What follows belongs to an exercise in optimizing a design on an open flow for small area; a production flow would make more cautious choices. Function was checked by simulation only, so behaviour that the tests miss may differ from the original.

// nmea_rmc_sentence_parser_top
module nmea_rmc_sentence_parser_top (
  input  logic        clk,
  input  logic        rst_n,
  input  logic        cfg_we,
  input  logic [1:0]  cfg_index,
  input  logic [7:0]  cfg_wdata,
  input  logic        in_push,
  output logic        in_full,
  input  logic [7:0]  in_rx_byte,
  output logic        out_empty,
  input  logic        out_pop,
  output logic        out_valid_res,
  output logic [6:0]  out_utc_hour,
  output logic [6:0]  out_utc_minute,
  output logic [6:0]  out_utc_second,
  output logic [6:0]  out_day_of_month,
  output logic [6:0]  out_month_number,
  output logic [11:0] out_full_year,
  output logic [7:0]  out_fix_status,
  output logic [26:0] out_latitude_micro_deg,
  output logic [29:0] out_longitude_micro_deg,
  output logic [15:0] out_hemispheres,
  output logic [3:0]  out_speed_digit
);
Size in the first run: roughly 3200 cells after synthesis, ~160 I/O pins, about 41000 µm² of cells after synthesis.
export LEC_CHECK = 0
export ABC_AREA = 1
export CAP_MARGIN = 20
export CORE_MARGIN = 2
export CORE_UTILIZATION = 40
export SLEW_MARGIN = 20
create_clock -name core_clock -period 10.0 [get_ports {clk}]
standard.sh (not shown) runs the stock make flow with config.mk's settings and CLKGATE_MAP_FILE= SYNTH_SCRIPT=/design/flow/synth_recipe.tcl, a recipe that flattens the netlist after the stock synthesis.
==> flow/flow/run.sh <==
#!/bin/bash
# Standard ORFS layout with two changes: the port buffers use the smallest buffer cell, and
# clock tree synthesis uses larger sink clusters without dummy loads.
set -euo pipefail
export BUFFER_PORTS_ARGS="-buffer_cell sky130_fd_sc_hd__buf_1"
export CTS_ARGS="-sink_clustering_enable -repair_clock_nets -dont_use_dummy_load -buf_list sky130_fd_sc_hd__clkbuf_16 -sink_clustering_size 25 -sink_clustering_max_diameter 80"
bash standard.sh > standard_flow.log 2>&1
Edit:
--- a/flow/design.v
+++ b/flow/design.v
@@ -35,13 +35,12 @@
   end
   logic        in_sent_r;
   logic [3:0]  pos_r;       
   logic [3:0]  comma_r;     
   logic [2:0]  cif_r;       
   logic [3:0]  prev_r;      
-  logic [3:0]  spd_r;
   logic [23:0] deg_r;       
   logic [20:0] w_r;         
   logic [1:0]  r_r;         
   logic        sat_r;       
   logic        seen_r;      
   logic [2:0]  fdc_r;       
@@ -92,16 +91,12 @@
   assign tk     = 2'((pos_inc - 4'd7) >> 1);
   assign dt_hit = !is_comma && (comma_r == 4'd9) && (cif_r < 3'd6);
   assign dk     = cif_r[2:1];
   assign pair   = 7'(prev_r * 4'd10) + 7'(d);
   assign t_val  = pos_inc[0] ? 7'(d) : pair;
   assign dt_val = cif_r[0] ? pair : 7'(d);
-  always_ff @(posedge clk) begin
-    if (clr) spd_r <= '0;
-    else if (upd && !is_comma && cif_r == 3'd0 && comma_r == 4'd7) spd_r <= d;
-  end
   logic        fld_lat, fld_lon, in_coord, deg_ph;
   assign fld_lat  = (comma_r == 4'd3);
   assign fld_lon  = (comma_r == 4'd5);
   assign in_coord = fld_lat || fld_lon;
   assign deg_ph   = fld_lon ? (cif_r < 3'd3) : (cif_r < 3'd2);
   logic [4:0]  u;
@@ -152,13 +147,13 @@
       opb = kd;
       if (!seen_r) begin
         mul10 = 1'b1;
         opt   = 4'(uq) + 4'(r_r * 2'd3);
       end
     end
-    wide = (mul10 ? 24'({opa, 3'b0}) + 24'({opa, 1'b0}) : opa) + opb + 24'(opt);
+    wide = 24'({opa[20:0] & {21{mul10}}, 3'b0}) + (mul10 ? 24'({opa[20:0], 1'b0}) : opa) + opb + 24'(opt);
   end
   always_ff @(posedge clk) begin
     if (clr || (upd && is_comma)) begin
       deg_r  <= '0;
       w_r    <= '0;
       r_r    <= '0;
@@ -188,14 +183,14 @@
   assign coord = {wide, w_r[5:0]};
   logic cap0;
   assign cap0 = upd && !is_comma && (cif_r == 3'd0);
   always_comb begin
     rec_we_o = '0;
     rec_o    = '0;
-    rec_we_o[126:123] = {4{push}};
-    rec_o[126:123]    = valid ? spd_r : 4'b1010;
+    rec_we_o[126:123] = {4{clr || (push && !valid) || (cap0 && comma_r == 4'd7)}};
+    rec_o[126:123]    = clr ? 4'd0 : push ? 4'b1010 : d;
     for (int k = 0; k < 6; k++) begin
       rec_we_o[122 - 7*k -: 7] = {7{zap || (upd && (k < 3 ? (t_hit && tk == 2'(k))
                                                           : (dt_hit && dk == 2'(k - 3))))}};
       rec_o[122 - 7*k -: 7]    = zap ? 7'd0 : (k < 3 ? t_val : dt_val);
     end
     rec_we_o[80:73] = {8{zap || (cap0 && comma_r == 4'd2)}};
Non-clock buffer count increases by 7.
Final cell count is lower by 6.2%.
Cell area drops by 2.0%.
Global-route usage goes up by 0.27 points.
Worst setup slack got worse by 0.37 ns.

==> afterwards: timing with drivers on the ports <==
The flow's constraints put no driver on any port. The routed layouts listed below were extracted and timed again, unchanged, in two steps.
Step 1: set_driving_cell puts a clkbuf_16 on clk and a buf_2 on each other input, an assumption about the parent block.
Step 2 adds t to the input delays and takes it off the output delays; t is the mean of the earliest and latest rising clock arrival at the registers after step 1. Input paths then give back, and output paths get back, about the clock's delay inside the block.
Slacks: no drivers / after step 1 / after step 2; pairs: no drivers / after step 1.
run	t, ns	setup WS [ns]	worst register clock-pin slew, ns	worst slew at a driven data input, ns
the first run	0.668	1.287 / 1.328 / 0.660	0.10 / 0.10	0.05
the second run	0.681	0.914 / 0.896 / 0.215	0.10 / 0.10	0.08
After both steps setup and hold are still met in every run listed. For the second run, which loses most, drivers alone change the setup slack by -0.018 ns; drivers and shift together by -0.699 ns.
